This design comes from an exercise in tuning for small area on the open sky130 flow, not from production work. Only simulation tests tie the RTL to the original design; equivalence was not proved. No activity file was given, so power comes from the tool's default toggle rates.

## fjord
==> flow/design.v <==
package csa_pkg;
	localparam int PKT_BYTES = 188;
	localparam int CW_BYTES = 9;
	localparam int SCRAMBLE_HDR_IDX = 3;
	typedef logic [7:0] byte_t;
	typedef logic [1:0] scram_ctrl_t;
	typedef union packed
	{
		byte_t raw;
		struct packed
		{
			scram_ctrl_t sc;
			logic [1:0] afc;
			logic [3:0] cc;
		} f;
	} ts_hdr3_u;
endpackage
module cw_ctrl_reg
#(
	parameter int CW_BYTES = csa_pkg::CW_BYTES
)
(
	input logic clk,
	input logic rst,
	input logic cw_valid,
	input csa_pkg::byte_t cw_byte,
	output logic cw_first,
	output csa_pkg::scram_ctrl_t scram_ctrl
);
	logic [3:0] cw_idx;
	assign cw_first = cw_valid && (cw_idx == '0);
	always_ff @(posedge clk)
	begin
		if (rst)
			cw_idx <= '0;
		else if (cw_valid)
			cw_idx <= {cw_idx[2:0], !cw_idx[1] && (cw_idx[0] == cw_idx[3])};
	end
	always_ff @(posedge clk)
	begin
		if (rst)
			scram_ctrl <= '0;
		else if (cw_first)
			scram_ctrl <= {cw_byte[1], cw_byte[1] & cw_byte[0]};
	end
endmodule
module ts_pkt_buffer
#(
	parameter int PKT_BYTES = csa_pkg::PKT_BYTES
)
(
	input logic clk,
	input logic rst,
	input logic ts_valid,
	input csa_pkg::byte_t ts_byte,
	input logic rd_run,
	input logic hdr3,
	input csa_pkg::scram_ctrl_t sc,
	output csa_pkg::byte_t head
);
	localparam int G = 4;
	localparam int NG = PKT_BYTES / G;
	localparam int LAST = PKT_BYTES - G;
	csa_pkg::byte_t ring [PKT_BYTES];
	csa_pkg::byte_t dly [1:3];
	logic [3:1] pend;
	logic [1:0] phi;
	logic [1:0] phi_next;
	logic [1:0] tap;
	logic shift;
	csa_pkg::byte_t ins;
	csa_pkg::byte_t tap_byte;
	csa_pkg::scram_ctrl_t sc_d;
	always_comb
	begin
		if (pend[3])
			ins = dly[3];
		else if (pend[2])
			ins = dly[2];
		else if (pend[1])
			ins = dly[1];
		else
			ins = ts_byte;
	end
	assign shift = (phi == 2'd0) && (ts_valid || (|pend) || rd_run);
	assign phi_next = shift ? phi : phi + 2'd1;
	always_ff @(posedge clk)
	begin
		ring[0] <= shift ? ins : ring[G-1];
		for (int g = 1; g < NG; g++)
			ring[G*g] <= shift ? ring[G*g-1] : ring[G*g+G-1];
		for (int g = 0; g < NG; g++)
			for (int j = 1; j < G; j++)
				ring[G*g+j] <= ring[G*g+j-1];
	end
	always_ff @(posedge clk)
	begin
		dly[1] <= ts_byte;
		dly[2] <= dly[1];
		dly[3] <= dly[2];
		sc_d <= sc;
	end
	always_ff @(posedge clk)
	begin
		if (rst)
		begin
			phi <= '0;
			pend <= '0;
		end
		else
		begin
			phi <= phi_next;
			pend[1] <= ts_valid && !(shift && !(|pend));
			pend[2] <= pend[1] && !(shift && !pend[3] && !pend[2]);
			pend[3] <= pend[2] && !(shift && !pend[3]);
		end
	end
	always_ff @(posedge clk)
	begin
		if (!rd_run)
			tap <= phi_next + 2'd3;
	end
	always_comb
	begin
		case (tap)
			2'd0: tap_byte = ring[LAST];
			2'd1: tap_byte = ring[LAST+1];
			2'd2: tap_byte = ring[LAST+2];
			default: tap_byte = ring[LAST+3];
		endcase
	end
	always_comb
	begin
		head = tap_byte;
		if (hdr3 && sc_d[1])
			head[7:6] = sc_d;
	end
endmodule
module ts_readout
#(
	parameter int PKT_BYTES = csa_pkg::PKT_BYTES
)
(
	input logic clk,
	input logic rst,
	input logic ts_valid,
	output logic hdr3,
	output logic pkt_valid,
	output logic finish_pkt
);
	localparam logic [8:0] RX_BASE = 9'(512 - (PKT_BYTES + 192));	 
	localparam logic [8:0] BUSY_BASE = RX_BASE + 9'(PKT_BYTES);		 
	logic [8:0] cnt;
	logic busy;
	logic wrap;
	assign busy = cnt[8] && (cnt[7] || cnt[6]);
	assign wrap = &cnt;
	assign pkt_valid = busy && !wrap && (cnt[8:2] != BUSY_BASE[8:2] || (cnt[1] && cnt[0]));
	assign hdr3 = (cnt == BUSY_BASE + 9'd6);
	always_ff @(posedge clk)
	begin
		if (rst)
		begin
			cnt <= RX_BASE;
			finish_pkt <= 1'b0;
		end
		else
		begin
			finish_pkt <= wrap;
			if (ts_valid || busy)
				cnt <= (cnt + 1'b1) | (wrap ? RX_BASE : 9'd0);
		end
	end
endmodule
module frame_out_mux
(
	input logic clk,
	input logic rst,
	input logic pkt_valid,
	input csa_pkg::byte_t pkt_byte,
	input logic cnt_valid,
	input csa_pkg::byte_t cnt_byte,
	input logic pid_valid,
	input csa_pkg::byte_t pid_byte,
	input logic gbe_valid,
	input csa_pkg::byte_t gbe_byte,
	input logic port_valid,
	input csa_pkg::byte_t port_byte,
	input logic cw_valid,
	input csa_pkg::byte_t cw_byte,
	input logic cw_first,
	output logic out_valid,
	output csa_pkg::byte_t out_byte
);
	logic any_valid;
	logic sel_pkt, sel_cnt, sel_pid, sel_gbe, sel_port, sel_cw;
	csa_pkg::byte_t cw_out;
	csa_pkg::byte_t sel_byte;
	assign cw_out = cw_first ? {7'b0, cw_byte[1]} : cw_byte;
	assign any_valid = pkt_valid | cnt_valid | pid_valid | gbe_valid | port_valid
		| cw_valid;
	assign sel_pkt = pkt_valid;
	assign sel_cnt = !pkt_valid && cnt_valid;
	assign sel_pid = !pkt_valid && !cnt_valid && pid_valid;
	assign sel_gbe = !pkt_valid && !cnt_valid && !pid_valid && gbe_valid;
	assign sel_port = !pkt_valid && !cnt_valid && !pid_valid && !gbe_valid && port_valid;
	assign sel_cw = !pkt_valid && !cnt_valid && !pid_valid && !gbe_valid && !port_valid;
	assign sel_byte = ({8{sel_pkt}} & pkt_byte) | ({8{sel_cnt}} & cnt_byte)
		| ({8{sel_pid}} & pid_byte) | ({8{sel_gbe}} & gbe_byte)
		| ({8{sel_port}} & port_byte) | ({8{sel_cw}} & cw_out);
	always_ff @(posedge clk)
	begin
		if (rst)
			out_valid <= 1'b0;
		else
			out_valid <= any_valid;
	end
	always_ff @(posedge clk)
		out_byte <= sel_byte;
endmodule
module csa_frame_top
#(
	parameter int PKT_BYTES = csa_pkg::PKT_BYTES,
	parameter int CW_BYTES = csa_pkg::CW_BYTES
)
(
	input logic clk,
	input logic rst,
	input logic ts_valid,
	input csa_pkg::byte_t ts_byte,
	input logic cw_valid,
	input csa_pkg::byte_t cw_byte,
	input logic cnt_valid,
	input csa_pkg::byte_t cnt_byte,
	input logic pid_valid,
	input csa_pkg::byte_t pid_byte,
	input logic gbe_valid,
	input csa_pkg::byte_t gbe_byte,
	input logic port_valid,
	input csa_pkg::byte_t port_byte,
	output logic out_valid,
	output csa_pkg::byte_t out_byte,
	output logic finish_pkt
);
	logic hdr3;
	logic pkt_valid;
	csa_pkg::byte_t pkt_byte;
	logic cw_first;
	csa_pkg::scram_ctrl_t scram_ctrl;
	cw_ctrl_reg #(.CW_BYTES(CW_BYTES)) cw_ctrl_reg_inst
	(
		.clk(clk),
		.rst(rst),
		.cw_valid(cw_valid),
		.cw_byte(cw_byte),
		.cw_first(cw_first),
		.scram_ctrl(scram_ctrl)
	);
	ts_readout #(.PKT_BYTES(PKT_BYTES)) ts_readout_inst
	(
		.clk(clk),
		.rst(rst),
		.ts_valid(ts_valid),
		.hdr3(hdr3),
		.pkt_valid(pkt_valid),
		.finish_pkt(finish_pkt)
	);
	ts_pkt_buffer #(.PKT_BYTES(PKT_BYTES)) ts_pkt_buffer_inst
	(
		.clk(clk),
		.rst(rst),
		.ts_valid(ts_valid),
		.ts_byte(ts_byte),
		.rd_run(pkt_valid),
		.hdr3(hdr3),
		.sc(scram_ctrl),
		.head(pkt_byte)
	);
	frame_out_mux frame_out_mux_inst
	(
		.clk(clk),
		.rst(rst),
		.pkt_valid(pkt_valid),
		.pkt_byte(pkt_byte),
		.cnt_valid(cnt_valid),
		.cnt_byte(cnt_byte),
		.pid_valid(pid_valid),
		.pid_byte(pid_byte),
		.gbe_valid(gbe_valid),
		.gbe_byte(gbe_byte),
		.port_valid(port_valid),
		.port_byte(port_byte),
		.cw_valid(cw_valid),
		.cw_byte(cw_byte),
		.cw_first(cw_first),
		.out_valid(out_valid),
		.out_byte(out_byte)
	);
endmodule
clock: 5.0 ns
lec_check: 0
cap_margin: 20
core_margin: 2
core_utilization: 70
slew_margin: 20
standard.sh (not shown) runs the stock make flow with config.mk's settings and CLKGATE_MAP_FILE= SYNTH_SCRIPT=/design/flow/synth_recipe.tcl, a recipe that flattens the netlist after the stock synthesis.
==> flow/flow/run.sh <==
#!/bin/bash
# The standard ORFS layout (standard.sh) with three changes:
#  - synthesis maps the combinational logic with an area-oriented ABC
#    script (flow/abc_area.script); everything else in the synthesis,
#    including flip-flop mapping, flattening and renaming, is the standard flow's own
#  - port buffers use the smallest buffer cell
#  - CTS builds full leaf clusters of clkbuf_8 without dummy loads
# Each tool's output stays in orfs/logs; make's own output goes to
# standard.log.
set -uo pipefail
WORK=$PWD
FLOWDIR=$WORK/flow

# synth.tcl from ORFS, with the ABC call pointed at our script
sed 's|^\(\s*\)log_cmd abc {\*}$abc_args|\1lset abc_args 1 $::env(MY_ABC_SCRIPT)\n\1log_cmd abc {*}$abc_args|' \
	"$FLOW_HOME/scripts/synth.tcl" > "$WORK/my_synth.tcl"
grep -q 'MY_ABC_SCRIPT' "$WORK/my_synth.tcl" || { echo "could not patch synth.tcl"; exit 1; }
sed "s|source \$::env(SCRIPTS_DIR)/synth.tcl|source $WORK/my_synth.tcl|" \
	"$WORK/synth_recipe.tcl" > "$WORK/my_synth_recipe.tcl"
grep -q "my_synth.tcl" "$WORK/my_synth_recipe.tcl" || { echo "could not patch synth_recipe.tcl"; exit 1; }
sed "s|SYNTH_SCRIPT=[^ ]*|SYNTH_SCRIPT=$WORK/my_synth_recipe.tcl|" \
	"$WORK/standard.sh" > "$WORK/my_standard.sh"
grep -q "my_synth_recipe.tcl" "$WORK/my_standard.sh" || { echo "could not patch standard.sh"; exit 1; }

export MY_ABC_SCRIPT=$FLOWDIR/abc_area.script
export BUFFER_PORTS_ARGS="-buffer_cell sky130_fd_sc_hd__buf_1"
export CTS_ARGS="-sink_clustering_enable -repair_clock_nets -dont_use_dummy_load -buf_list sky130_fd_sc_hd__clkbuf_8 -sink_clustering_size 21 -sink_clustering_max_diameter 100"
bash "$WORK/my_standard.sh" > "$WORK/standard.log" 2>&1
==> flow/flow/abc_area.script <==
strash
dc2
dch
amap
strash
dc2
dch
amap
strash
dc2
dch
amap
strash
dch
amap
topo
stime -c
Input changes introduced in violet (baseline for comparison: fjord):
-- flow/design.v --
<<< fjord, line 65
	csa_pkg::byte_t dly [1:3];
	logic [3:1] pend;
	logic [1:0] phi;
	logic [1:0] phi_next;
	logic [1:0] tap;
	logic shift;
	csa_pkg::byte_t ins;
>>> violet, line 65
	csa_pkg::byte_t dly [1:3];
	logic [3:1] pend;
	logic [2:0] phi;
	logic [2:0] phi_next;
	logic [1:0] tap;
	logic flip;
	logic shift;
	csa_pkg::byte_t ins;
<<< fjord, line 83
			ins = ts_byte;
	end
	assign shift = (phi == 2'd0) && (ts_valid || (|pend) || rd_run);
	assign phi_next = shift ? phi : phi + 2'd1;
	always_ff @(posedge clk)
	begin
		ring[0] <= shift ? ins : ring[G-1];
		for (int g = 1; g < NG; g++)
			ring[G*g] <= shift ? ring[G*g-1] : ring[G*g+G-1];
		for (int g = 0; g < NG; g++)
			for (int j = 1; j < G; j++)
>>> violet, line 84
			ins = ts_byte;
	end
	assign shift = (phi[1:0] == 2'd0) && (ts_valid || (|pend) || rd_run);
	assign phi_next = shift ? phi : phi + 3'd1;
	always_ff @(posedge clk)
	begin
		ring[0] <= ~(shift ? (ins ^ {8{phi[2]}}) : ring[G-1]);
		for (int g = 1; g < NG; g++)
			ring[G*g] <= ~(shift ? ring[G*g-1] : ring[G*g+G-1]);
		for (int g = 0; g < NG; g++)
			for (int j = 1; j < G; j++)
<<< fjord, line 119
	begin
		if (!rd_run)
			tap <= phi_next + 2'd3;
	end
	always_comb
>>> violet, line 120
	begin
		if (!rd_run)
		begin
			tap <= phi_next[1:0] + 2'd3;
			flip <= phi_next[2] ^ (phi_next[1:0] == 2'd0);
		end
	end
	always_comb
<<< fjord, line 129
			default: tap_byte = ring[LAST+3];
		endcase
	end
	always_comb
>>> violet, line 133
			default: tap_byte = ring[LAST+3];
		endcase
		tap_byte = tap_byte ^ {8{flip}};
	end
	always_comb
Notes after the runs:
Sort violet and fjord by full die area, descending, and fjord comes first.
Comparing violet with fjord, the adder and majority cell fraction of the synthesized area came out essentially unchanged.
Going from fjord to violet, largest fanout on the critical path has decreased, cell area has decreased, clock power has remained practically unchanged.
[violet vs fjord] wire length after detailed routing: higher in violet
Sort violet and fjord by final worst-path cycle share, ascending, and violet comes first.
violet vs fjord: synthesized cell count up
Between violet and fjord, it is violet whose number of synthesized flops with an enable pin is higher, by 1.
Total power draw delta for violet relative to fjord: about 9% higher
Any difference in flip-flop and latch count between violet and fjord is small enough to ignore.

==> separate check: timing with driven ports <==
In the flow no input, the clock included, has a driving cell. The finished layouts below were timed again as built, in two steps. Step 1 assumes that a clkbuf_16 drives the clock port and a buf_2 every other input. Step 2 adds t to the input delays and takes it off the output delays; t is the mean of the earliest and latest rising clock arrival at the registers after step 1. Input paths then give back, and output paths get back, about the clock's delay inside the block. a / b / c = ideal ports / drivers / drivers and shift; a / b = the first two.
run	t, ns	setup WS [ns]	hold slack, ns	worst register clock-pin slew, ns	cell pins on the clock port's net
fjord	0.714	1.128 / 1.128 / 1.128	0.271 / 0.271 / 0.271	0.12 / 0.12	1
violet	0.724	1.327 / 1.327 / 1.327	0.286 / 0.286 / 0.286	0.12 / 0.12	1
After both steps setup and hold are still met in every run listed.
